This is an optimization exercise on Yosys and OpenROAD, whose aim is small area and a short achievable clock period, not a production implementation.
The RTL was checked by simulation tests, not by an equivalence proof against the original design.
The flow treats the clock pin as an ideal source, which a real chip does not have.

## mem_responder
module mem_responder #(
  parameter int LATENCY    = cpu_mem_pkg::LATENCY_DEF,   
  parameter int DEPTH_LOG2 = 8              
) (
  input  logic                clk,
  input  logic                rst_n,
  input  logic                enable,
  input  logic                wr,
  input  logic [cpu_mem_pkg::ADDR_W-1:0] addr,
  input  logic [cpu_mem_pkg::WORD_W-1:0] data_in,
  output logic [cpu_mem_pkg::WORD_W-1:0] data_out,
  output logic                ready,
  output logic                busy,
  output logic                valid
);
==> module mem_responder, before the edit <==
module mem_responder #(
  parameter int LATENCY    = cpu_mem_pkg::LATENCY_DEF,   
  parameter int DEPTH_LOG2 = 8              
) (
  input  logic                clk,
  input  logic                rst_n,
  input  logic                enable,
  input  logic                wr,
  input  logic [cpu_mem_pkg::ADDR_W-1:0] addr,
  input  logic [cpu_mem_pkg::WORD_W-1:0] data_in,
  output logic [cpu_mem_pkg::WORD_W-1:0] data_out,
  output logic                ready,
  output logic                busy,
  output logic                valid
);
  localparam int W      = cpu_mem_pkg::WORD_W;
  localparam int NRING  = (1 << DEPTH_LOG2) / 4;
  localparam int RB     = DEPTH_LOG2 - 2;    
  localparam int GB     = 4;                 
  localparam int NG     = NRING >> GB;       
  localparam int GS     = 1 << GB;           
  logic [2:0]  st, st_nx;
  logic        idle_q;
  logic        complete;
  logic        idle_nx;
  assign complete = st[2];
  assign idle_nx  = idle_q ? ~enable : complete;
  assign st_nx    = idle_nx ? 3'd0 : st + 3'd1;
  always_ff @(posedge clk or negedge rst_n) begin
    if (!rst_n) begin
      st     <= 3'd0;
      idle_q <= 1'b1;
      ready  <= 1'b1;
      busy   <= 1'b0;
      valid  <= 1'b0;
    end else begin
      valid  <= complete;
      ready  <= idle_nx;
      busy   <= ~idle_nx;
      st     <= st_nx;
      idle_q <= (st_nx == 3'd0);
    end
  end
  logic [2:0] phase;
  logic [2:0] phase_nx;
  assign phase_nx = phase + 3'd1;
  always_ff @(posedge clk) phase <= phase_nx;
  logic [DEPTH_LOG2-1:0] lat_addr;
  logic [W-1:0]          lat_data;
  logic                  lat_wr;
  logic [GS-1:0]         sel_lo_q, sel_lo_d;
  logic [NG-1:0]         sel_hi_q, sel_hi_d;
  logic [W-1:0]          rd_word;
  logic                  rd_take;
  for (genvar i = 0; i < GS; i++) begin : g_slo
    assign sel_lo_d[i] = (addr[GB+2:3] != GB'(i));
  end
  for (genvar i = 0; i < NG; i++) begin : g_shi
    assign sel_hi_d[i] = (addr[DEPTH_LOG2:GB+3] != (RB-GB)'(i));
  end
  always_ff @(posedge clk) begin
    if (idle_q) begin
      lat_addr <= addr[DEPTH_LOG2:1];
      lat_data <= data_in;
      lat_wr   <= wr;
      sel_lo_q <= sel_lo_d;
      sel_hi_q <= sel_hi_d;
    end else if (rd_take) begin
      lat_data <= rd_word;
    end
  end
  logic                  pend_v, pend_v_nx;
  logic [DEPTH_LOG2-1:0] pend_addr, pend_addr_nx;
  logic [W-1:0]          pend_data;
  logic                  commit_q, commit_nx;
  logic [GS-1:0]         wr_lo_q;
  logic [NG-1:0]         wr_hi_q;
  logic [W-1:0]          wdata_n;
  assign pend_v_nx    = (complete & lat_wr) | (pend_v & ~commit_q);
  assign pend_addr_nx = (complete & lat_wr) ? lat_addr : pend_addr;
  assign commit_nx    = pend_v_nx & ((pend_addr_nx[1:0] + phase_nx[1:0]) == 2'd0);
  assign wdata_n = ~(pend_data ^ {W{phase_nx[2]}});
  always_ff @(posedge clk) begin
    pend_v    <= pend_v_nx;
    pend_addr <= pend_addr_nx;
    commit_q  <= commit_nx;
    for (int i = 0; i < GS; i++)
      wr_lo_q[i] <= commit_nx & (pend_addr_nx[GB+1:2] == GB'(i));
    for (int i = 0; i < NG; i++)
      wr_hi_q[i] <= (pend_addr_nx[DEPTH_LOG2-1:GB+2] == (RB-GB)'(i));
    if (complete && lat_wr) pend_data <= lat_data;
  end
  logic [W-1:0] s0 [NRING];
  logic [W-1:0] s1 [NRING];
  logic [W-1:0] s2 [NRING];
  logic [W-1:0] s3 [NRING];
  logic [W-1:0] s1_nx [NRING];
  logic [NRING-1:0] wen, wen_n;
  for (genvar r = 0; r < NRING; r++) begin : g_ring
    mr_and2  u_wen   (.a(wr_lo_q[r % GS]), .b(wr_hi_q[r / GS]), .y(wen[r]));
    mr_nand2 u_wen_n (.a(wr_lo_q[r % GS]), .b(wr_hi_q[r / GS]), .y(wen_n[r]));
    for (genvar b = 0; b < W; b++) begin : g_bit
      mr_mux_inv u_wr (
        .s_n (wen_n[r]),
        .a   (wdata_n[b]),
        .s   (wen[r]),
        .b   (s0[r][b]),
        .y   (s1_nx[r][b])
      );
    end
    always_ff @(posedge clk) begin
      s1[r] <= s1_nx[r];
      s2[r] <= s1[r];
      s3[r] <= s2[r];
      s0[r] <= s3[r];
    end
  end
  logic [W-1:0] grp [NG];
  logic [W-1:0] tap;
  logic [2:0]   phase_m3;
  logic         at_tap;
  logic         fwd;
  logic [W-1:0] rd_next;
  for (genvar g = 0; g < NG; g++) begin : g_grp
    logic [W-1:0]  grp_d;
    logic [GS-1:0] sel_lo_n;
    mr_sel_mux #(.N(GS)) u_sel (
      .st  (st),
      .d   (sel_lo_d),
      .q   (sel_lo_q),
      .y   (sel_lo_n)
    );
    for (genvar b = 0; b < W; b++) begin : g_col
      logic [GS-1:0] col;
      for (genvar r = 0; r < GS; r++) begin : g_r
        assign col[r] = s3[g*GS+r][b];
      end
      mr_read_col #(.N(GS)) u_col (
        .d      (col),
        .sel_n  (sel_lo_n),
        .y      (grp_d[b])
      );
    end
    always_ff @(posedge clk) grp[g] <= grp_d;
  end
  for (genvar b = 0; b < W; b++) begin : g_tap
    logic [NG-1:0] col;
    for (genvar g = 0; g < NG; g++) begin : g_g
      assign col[g] = grp[g][b];
    end
    mr_read_col #(.N(NG)) u_col (
      .d      (col),
      .sel_n  (sel_hi_q),
      .y      (tap[b])
    );
  end
  assign phase_m3 = phase - 3'd3;
  assign at_tap   = ((lat_addr[1:0] + phase[1:0]) == 2'd0);
  assign fwd      = pend_v & (pend_addr == lat_addr);
  assign rd_word  = fwd ? pend_data : (tap ^ {W{phase_m3[2]}});
  assign rd_take  = at_tap & ~lat_wr;
  assign rd_next  = at_tap ? rd_word : lat_data;
  always_ff @(posedge clk or negedge rst_n) begin
    if (!rst_n) begin
      data_out <= '0;
    end else if (complete && !lat_wr) begin
      data_out <= rd_next;
    end
  end
endmodule
==> module mr_and2, before the edit <==
module mr_and2 (
  input  logic a, b,
  output logic y
);
  assign y = a & b;
endmodule
==> module mr_sel_mux, before the edit <==
module mr_sel_mux #(
  parameter int N = 16
) (
  input  logic [2:0]   st,
  input  logic [N-1:0] d,
  input  logic [N-1:0] q,
  output logic [N-1:0] y
);
  assign y = (st == 3'd0) ? d : q;
endmodule
make LEC_CHECK=0 CAP_MARGIN=20 CORE_MARGIN=2 CORE_UTILIZATION=65 CTS_CLUSTER_DIAMETER=100 CTS_CLUSTER_SIZE=30 SETUP_SLACK_MARGIN=2.5 SLEW_MARGIN=20 SYNTH_HIERARCHICAL=1 SYNTH_MEMORY_MAX_BITS=8192 finish   # period 5.0 ns
run.sh (not shown) runs the stock make flow with config.mk's settings and CLKGATE_MAP_FILE= SYNTH_SCRIPT=/design/flow/synth_recipe.tcl, a recipe that flattens the netlist after the stock synthesis.
Edit:
--- a/flow/design.v
+++ b/flow/design.v
@@ -82,5 +82,5 @@
   logic [W-1:0]          lat_data;
   logic                  lat_wr;
-  logic [GS-1:0]         sel_lo_q, sel_lo_d;
+  logic [GS-1:0]         sel_lo_q, sel_lo_d, sel_lo_n;
   logic [NG-1:0]         sel_hi_q, sel_hi_d;
   logic [W-1:0]          rd_word;
@@ -92,4 +92,5 @@
     assign sel_hi_d[i] = (addr[DEPTH_LOG2:GB+3] != (RB-GB)'(i));
   end
+  assign sel_lo_n = idle_q ? sel_lo_d : sel_lo_q;
   always_ff @(posedge clk) begin
     if (idle_q) begin
@@ -131,6 +132,6 @@
   logic [NRING-1:0] wen, wen_n;
   for (genvar r = 0; r < NRING; r++) begin : g_ring
-    mr_and2  u_wen   (.a(wr_lo_q[r % GS]), .b(wr_hi_q[r / GS]), .y(wen[r]));
-    mr_nand2 u_wen_n (.a(wr_lo_q[r % GS]), .b(wr_hi_q[r / GS]), .y(wen_n[r]));
+    assign wen[r]   = wr_lo_q[r % GS] & wr_hi_q[r / GS];
+    assign wen_n[r] = ~wen[r];
     for (genvar b = 0; b < W; b++) begin : g_bit
       mr_mux_inv u_wr (
@@ -156,12 +157,5 @@
   logic [W-1:0] rd_next;
   for (genvar g = 0; g < NG; g++) begin : g_grp
-    logic [W-1:0]  grp_d;
-    logic [GS-1:0] sel_lo_n;
-    mr_sel_mux #(.N(GS)) u_sel (
-      .st  (st),
-      .d   (sel_lo_d),
-      .q   (sel_lo_q),
-      .y   (sel_lo_n)
-    );
+    logic [W-1:0] grp_d;
     for (genvar b = 0; b < W; b++) begin : g_col
       logic [GS-1:0] col;
@@ -251,20 +245,4 @@
   assign y = ~(a | b);
 endmodule
-module mr_and2 (
-  input  logic a, b,
-  output logic y
-);
-  assign y = a & b;
-endmodule
-module mr_sel_mux #(
-  parameter int N = 16
-) (
-  input  logic [2:0]   st,
-  input  logic [N-1:0] d,
-  input  logic [N-1:0] q,
-  output logic [N-1:0] y
-);
-  assign y = (st == 3'd0) ? d : q;
-endmodule
 module mr_nand2 (
   input  logic a, b,
Outcome: The changed run ran to the end with no violations. Final area increases by about 0.8%. Non-clock buffer count increases by 124. Synthesized area decreases by 1.7%. Critical path depth decreases by 4. Sequential share of layout area decreases by 0.75 points. Core utilization increases by 1.8 points. First-iteration DRC count hardly moves. Cell count decreases by about 0.5%.

* * *

== run 1 ==
The RTL this note starts from:
==> flow/design.v <==
package cpu_mem_pkg;
  localparam int WORD_W      = 16;   
  localparam int ADDR_W      = 16;   
  localparam int LATENCY_DEF = 4;    
  localparam int CNT_W       = 4;    
  typedef logic [WORD_W-1:0] word_t;
  typedef enum logic {
    IDLE = 1'b0,
    WAIT = 1'b1
  } state_t;
endpackage
module lat_counter #(
  parameter int W = 4
) (
  input  logic         clk,
  input  logic         rst_n,
  input  logic         load,
  input  logic [W-1:0] load_value,
  input  logic         run,
  output logic         zero
);
  logic [W-1:0] cnt;
  always_ff @(posedge clk or negedge rst_n) begin
    if (!rst_n) begin
      cnt <= '0;
    end else if (load) begin
      cnt <= load_value;
    end else if (run && (cnt != '0)) begin
      cnt <= cnt - 1'b1;
    end
  end
  assign zero = (cnt == '0);
endmodule
module mem_responder #(
  parameter int LATENCY    = cpu_mem_pkg::LATENCY_DEF,   
  parameter int DEPTH_LOG2 = 8              
) (
  input  logic                clk,
  input  logic                rst_n,
  input  logic                enable,
  input  logic                wr,
  input  logic [cpu_mem_pkg::ADDR_W-1:0] addr,
  input  logic [cpu_mem_pkg::WORD_W-1:0] data_in,
  output logic [cpu_mem_pkg::WORD_W-1:0] data_out,
  output logic                ready,
  output logic                busy,
  output logic                valid
);
  localparam int W      = cpu_mem_pkg::WORD_W;
  localparam int NRING  = 64;
  localparam int NG     = 4;                 
  localparam int GS     = 16;                
  logic [2:0]  st, st_nx;
  logic        idle_q, busy_i;
  logic        complete;
  logic        idle_nx;
  logic        accept;
  assign complete = st[2];
  assign ready    = ~busy;
  assign accept   = idle_q & enable;
  assign idle_nx  = idle_q ? ~enable : complete;
  assign st_nx    = idle_nx ? 3'd0 : st + 3'd1;
  always_ff @(posedge clk or negedge rst_n) begin
    if (!rst_n) begin
      st     <= 3'd0;
      idle_q <= 1'b1;
      busy_i <= 1'b0;
      busy   <= 1'b0;
      valid  <= 1'b0;
    end else begin
      valid  <= complete;
      busy   <= ~idle_nx;
      st     <= st_nx;
      idle_q <= (st_nx == 3'd0);
      busy_i <= (st_nx != 3'd0);
    end
  end
  logic [2:0] phase;
  logic [2:0] phase_nx;
  assign phase_nx = phase + 3'd1;
  always_ff @(posedge clk) phase <= phase_nx;
  logic [7:0]   lat_addr, lat_addr_nx;
  logic [W-1:0] lat_data;
  logic         lat_wr, lat_wr_nx;
  assign lat_addr_nx = idle_q ? addr[8:1] : lat_addr;
  assign lat_wr_nx   = idle_q ? wr : lat_wr;
  logic [W-1:0]  tap;
  logic [GS-1:0] sel_lo_q, sel_lo_d;
  logic [3:0]    sel_pa, sel_pb;
  logic [NG-1:0] sel_hi_q;
  for (genvar i = 0; i < GS; i++) begin : g_slo
    assign sel_lo_d[i] = (addr[6:3] == 4'(i));
  end
  for (genvar i = 0; i < 4; i++) begin : g_spre
    assign sel_pa[i] = ~busy_i & (addr[4:3] == 2'(i));
    assign sel_pb[i] = (addr[6:5] == 2'(i));
  end
  logic d_t0, d_t1, d_pd, d_lt, d_hold;
  logic l_t0, l_t1, l_pd, l_hold;
  logic fwd_nx, rd_take_nx, rd_done_nx;
  logic at_tap_nx;
  logic [2:0] pol_nx;
  assign pol_nx = phase_nx - 3'd3;
  logic         pend_v, pend_v_nx;
  logic [7:0]   pend_addr, pend_addr_nx;
  logic [W-1:0] pend_data;
  logic         commit_q, commit_nx;
  logic [NRING-1:0] wen_q;
  logic [W-1:0] wdata_n;
  assign pend_v_nx    = (complete & lat_wr) | (pend_v & ~commit_q);
  assign pend_addr_nx = (complete & lat_wr) ? lat_addr : pend_addr;
  assign commit_nx    = pend_v_nx & ((pend_addr_nx[1:0] + phase_nx[1:0]) == 2'd0);
  assign wdata_n = ~(pend_data ^ {W{phase_nx[2]}});
  assign at_tap_nx = ((lat_addr_nx[1:0] + phase_nx[1:0]) == 2'd0);
  assign fwd_nx     = pend_v_nx & (pend_addr_nx == lat_addr_nx);
  assign rd_take_nx = ~idle_nx & at_tap_nx & ~lat_wr_nx;
  assign rd_done_nx = st_nx[2] & ~lat_wr_nx;
  always_ff @(posedge clk or negedge rst_n) begin
    if (!rst_n) begin
      sel_lo_q <= '0;
      d_t0     <= 1'b0;
      d_t1     <= 1'b0;
      d_pd     <= 1'b0;
      d_lt     <= 1'b0;
      d_hold   <= 1'b1;
    end else begin
      if (idle_q)
        sel_lo_q <= enable ? sel_lo_d : '0;
      else if (complete)
        sel_lo_q <= '0;
      d_t0   <= rd_done_nx & at_tap_nx & ~fwd_nx & ~pol_nx[2];
      d_t1   <= rd_done_nx & at_tap_nx & ~fwd_nx & pol_nx[2];
      d_pd   <= rd_done_nx & at_tap_nx & fwd_nx;
      d_lt   <= rd_done_nx & ~at_tap_nx;
      d_hold <= ~rd_done_nx;
    end
  end
  always_ff @(posedge clk) begin
    pend_v    <= pend_v_nx;
    pend_addr <= pend_addr_nx;
    commit_q  <= commit_nx;
    for (int i = 0; i < NRING; i++)
      wen_q[i] <= commit_nx & (pend_addr_nx[7:2] == 6'(i));
    if (complete && lat_wr) pend_data <= lat_data;
    lat_addr <= lat_addr_nx;
    lat_wr   <= lat_wr_nx;
    if (idle_q) begin
      for (int i = 0; i < NG; i++)
        sel_hi_q[i] <= (addr[8:7] != 2'(i));
    end
    if (idle_q)
      lat_data <= data_in;
    else
      lat_data <= ({W{l_t0}} & tap) | ({W{l_t1}} & ~tap) |
                  ({W{l_pd}} & pend_data) | ({W{l_hold}} & lat_data);
    l_t0   <= rd_take_nx & ~fwd_nx & ~pol_nx[2];
    l_t1   <= rd_take_nx & ~fwd_nx & pol_nx[2];
    l_pd   <= rd_take_nx & fwd_nx;
    l_hold <= ~idle_nx & ~rd_take_nx;
  end
  logic [W-1:0] s0 [NRING];
  logic [W-1:0] s1 [NRING];
  logic [W-1:0] s2 [NRING];
  logic [W-1:0] s3 [NRING];
  logic [W-1:0] s1_nx [NRING];
  for (genvar r = 0; r < NRING; r++) begin : g_ring
    logic wen_n;
    assign wen_n = ~wen_q[r];
    for (genvar b = 0; b < W; b++) begin : g_bit
      mr_mux_inv u_wr (
        .s_n (wen_n),
        .a   (wdata_n[b]),
        .s   (wen_q[r]),
        .b   (s0[r][b]),
        .y   (s1_nx[r][b])
      );
    end
    always_ff @(posedge clk) begin
      s1[r] <= s1_nx[r];
      s2[r] <= s1[r];
      s3[r] <= s2[r];
      s0[r] <= s3[r];
    end
  end
  logic [W-1:0] grp [NG];
  for (genvar g = 0; g < NG; g++) begin : g_grp
    logic [W-1:0]  grp_d;
    logic [GS-1:0] sel [2];
    for (genvar h = 0; h < 2; h++) begin : g_half
      mr_sel_lo u_sel (
        .pa  (sel_pa),
        .pb  (sel_pb),
        .q   (sel_lo_q),
        .y   (sel[h])
      );
    end
    for (genvar b = 0; b < W; b++) begin : g_col
      logic [GS-1:0] col;
      for (genvar r = 0; r < GS; r++) begin : g_r
        assign col[r] = s3[g*GS+r][b];
      end
      mr_read_col #(.N(GS)) u_col (
        .d   (col),
        .sel_n (sel[b / (W / 2)]),
        .y     (grp_d[b])
      );
    end
    always_ff @(posedge clk) grp[g] <= grp_d;
  end
  for (genvar b = 0; b < W; b++) begin : g_tap
    logic [NG-1:0] col;
    for (genvar g = 0; g < NG; g++) begin : g_g
      assign col[g] = grp[g][b];
    end
    mr_read_col #(.N(NG)) u_col (
      .d   (col),
      .sel_n (sel_hi_q),
      .y     (tap[b])
    );
  end
  always_ff @(posedge clk or negedge rst_n) begin
    if (!rst_n) begin
      data_out <= '0;
    end else begin
      data_out <= ({W{d_t0}} & tap) | ({W{d_t1}} & ~tap) | ({W{d_pd}} & pend_data) |
                  ({W{d_lt}} & lat_data) | ({W{d_hold}} & data_out);
    end
  end
endmodule
module mr_mux_inv (
  input  logic s_n,
  input  logic a,
  input  logic s,
  input  logic b,
  output logic y
);
  assign y = ~((s_n | a) & (s | b));
endmodule
module mr_read_col #(
  parameter int N = 16
) (
  input  logic [N-1:0] d,
  input  logic [N-1:0] sel_n,
  output logic         y
);
  logic [N/2-1:0] pair;
  for (genvar i = 0; i < N/2; i++) begin : g_pair
    mr_mux_inv u_pair (
      .s_n (d[2*i]),
      .a   (sel_n[2*i]),
      .s   (d[2*i+1]),
      .b   (sel_n[2*i+1]),
      .y   (pair[i])
    );
  end
  if (N == 16) begin : g_16
    logic [3:0] a;
    logic [1:0] b;
    for (genvar i = 0; i < 4; i++) begin : g_a
      mr_nor2 u_a (.a(pair[2*i]), .b(pair[2*i+1]), .y(a[i]));
    end
    mr_nand2 u_b0 (.a(a[0]), .b(a[1]), .y(b[0]));
    mr_nand2 u_b1 (.a(a[2]), .b(a[3]), .y(b[1]));
    mr_nor2  u_y  (.a(b[0]), .b(b[1]), .y(y));
  end else begin : g_4
    mr_nor2  u_y  (.a(pair[0]), .b(pair[1]), .y(y));
  end
endmodule
module mr_sel_lo (
  input  logic [3:0]  pa,
  input  logic [3:0]  pb,
  input  logic [15:0] q,
  output logic [15:0] y
);
  for (genvar i = 0; i < 16; i++) begin : g_y
    assign y[i] = ~((pa[i % 4] & pb[i / 4]) | q[i]);
  end
endmodule
module mr_nand2 (
  input  logic a, b,
  output logic y
);
  assign y = ~(a & b);
endmodule
module mr_nor2 (
  input  logic a, b,
  output logic y
);
  assign y = ~(a | b);
endmodule
export LEC_CHECK = 0
export CAP_MARGIN = 20
export CORE_MARGIN = 2
export CORE_UTILIZATION = 65
export CTS_CLUSTER_DIAMETER = 100
export CTS_CLUSTER_SIZE = 26
export SETUP_SLACK_MARGIN = 2.7
export SLEW_MARGIN = 20
export SYNTH_HIERARCHICAL = 1
export SYNTH_MEMORY_MAX_BITS = 8192
export TNS_END_PERCENT = 20
create_clock -name core_clock -period 5.0 [get_ports {clk}]
standard.sh (not shown) runs the stock make flow with config.mk's settings and CLKGATE_MAP_FILE= SYNTH_SCRIPT=/design/flow/synth_recipe.tcl, a recipe that flattens the netlist after the stock synthesis.
==> flow/flow/run.sh <==
#!/bin/bash
# Layout flow: the standard ORFS flow (standard.sh, all steps through
# finish), with two changes:
# - the port buffers that global placement inserts are
#   sky130_fd_sc_hd__buf_4 cells instead of the delay-type buffer that
#   buffer_ports picks by default, which is slow on the input paths;
# - before clock tree synthesis, flow/pre_cts.tcl moves each flip-flop that
#   drives an output-port buffer next to that buffer (then legalizes), so
#   the flip-flop's output wire is short.
# The make output goes to standard_flow.log here; each ORFS step keeps its
# own log under orfs/logs/.
set -euo pipefail
here=$(pwd)
export BUFFER_PORTS_ARGS="-buffer_cell sky130_fd_sc_hd__buf_4"
export PRE_CTS_TCL="$here/flow/pre_cts.tcl"
bash standard.sh finish > standard_flow.log 2>&1
==> flow/flow/pre_cts.tcl <==
# Move each flip-flop that drives an output-port buffer next to that buffer,
# then legalize: shortens the flip-flop's output wire.
set block [ord::get_db_block]
set moved 0
foreach bterm [$block getBTerms] {
  if {[$bterm getIoType] ne "OUTPUT"} continue
  set net [$bterm getNet]
  if {$net eq "NULL"} continue
  set buf ""
  foreach it [$net getITerms] { if {[$it isOutputSignal]} { set buf [$it getInst] } }
  if {$buf eq ""} continue
  set innet ""
  foreach it [$buf getITerms] { if {[$it isInputSignal] && [$it getNet] ne "NULL"} { set innet [$it getNet] } }
  if {$innet eq ""} continue
  set drv ""
  foreach it [$innet getITerms] { if {[$it isOutputSignal]} { set drv [$it getInst] } }
  if {$drv eq ""} continue
  if {![string match "*__df*" [[$drv getMaster] getName]]} continue
  set loc [$buf getLocation]
  $drv setLocation [lindex $loc 0] [lindex $loc 1]
  $drv setPlacementStatus PLACED
  incr moved
}
puts "pre_cts hook: moved $moved output flip-flops next to their port buffers"
detailed_placement
In summary, run 1 completed successfully, with a layout that passed the timing, design-rule and antenna checks.
### run 1 -> run 2
--- a/flow/design.v
+++ b/flow/design.v
@@ -182,29 +182,27 @@
       s0[r] <= s3[r];
     end
   end
   logic [W-1:0] grp [NG];
   for (genvar g = 0; g < NG; g++) begin : g_grp
     logic [W-1:0]  grp_d;
-    logic [GS-1:0] sel [2];
-    for (genvar h = 0; h < 2; h++) begin : g_half
-      mr_sel_lo u_sel (
-        .pa  (sel_pa),
-        .pb  (sel_pb),
-        .q   (sel_lo_q),
-        .y   (sel[h])
-      );
-    end
+    logic [GS-1:0] sel;
+    mr_sel_lo u_sel (
+      .pa  (sel_pa),
+      .pb  (sel_pb),
+      .q   (sel_lo_q),
+      .y   (sel)
+    );
     for (genvar b = 0; b < W; b++) begin : g_col
       logic [GS-1:0] col;
       for (genvar r = 0; r < GS; r++) begin : g_r
         assign col[r] = s3[g*GS+r][b];
       end
       mr_read_col #(.N(GS)) u_col (
         .d   (col),
-        .sel_n (sel[b / (W / 2)]),
+        .sel_n (sel),
         .y     (grp_d[b])
       );
     end
     always_ff @(posedge clk) grp[g] <= grp_d;
   end
   for (genvar b = 0; b < W; b++) begin : g_tap
==> comparison <==
Looking at the reports, run 2 completed the entire flow and the layout it produced met the timing, design-rule and antenna checks.
On post-route fraction of the period consumed by the critical path: between run 2 and run 1, it ends up higher for run 1.
Side by side, design area turned out higher in run 2 than in run 1.
Run 2 vs. run 1: minimum period implied by the final worst setup slack went down by 47 ps.
Taking run 1 as the reference, in run 2 part of the Yosys area used for sequential elements now sits higher; final estimated routing congestion in global placement now sits lower; delay of the slowest critical-path stage now sits higher.

## afterwards: timing with drivers on the ports
The flow's constraints put no driver on any port. The routed layouts listed below were extracted and timed again, unchanged, in two steps.
Step 1 assumes that a clkbuf_16 drives the clock port and a buf_2 every other input.
Step 2 moves the port delays by t, midway between the first and last clock arrival at a register: inputs arrive t later, outputs are due t later. That takes back most of the time a late clock gives input paths.
Slacks: no drivers / after step 1 / after step 2; pairs: no drivers / after step 1.
| run | shift t [ns] | setup WS [ns] | worst register clock-pin slew, ns |
|---|---|---|---|
| the first run of note 1 | 0.895 | 2.305 / 2.264 / 1.370 | 0.12 / 0.12 |
| the second run of note 1 | 0.893 | 2.470 / 2.413 / 1.736 | 0.12 / 0.12 |
| run 1 | 0.905 | 2.560 / 2.519 / 1.650 | 0.11 / 0.11 |
| run 2 | 0.906 | 2.607 / 2.515 / 1.740 | 0.11 / 0.11 |
After both steps setup and hold are still met in every run listed. For the first run of note 1, which loses most, drivers alone change the setup slack by -0.041 ns; drivers and shift together by -0.935 ns.
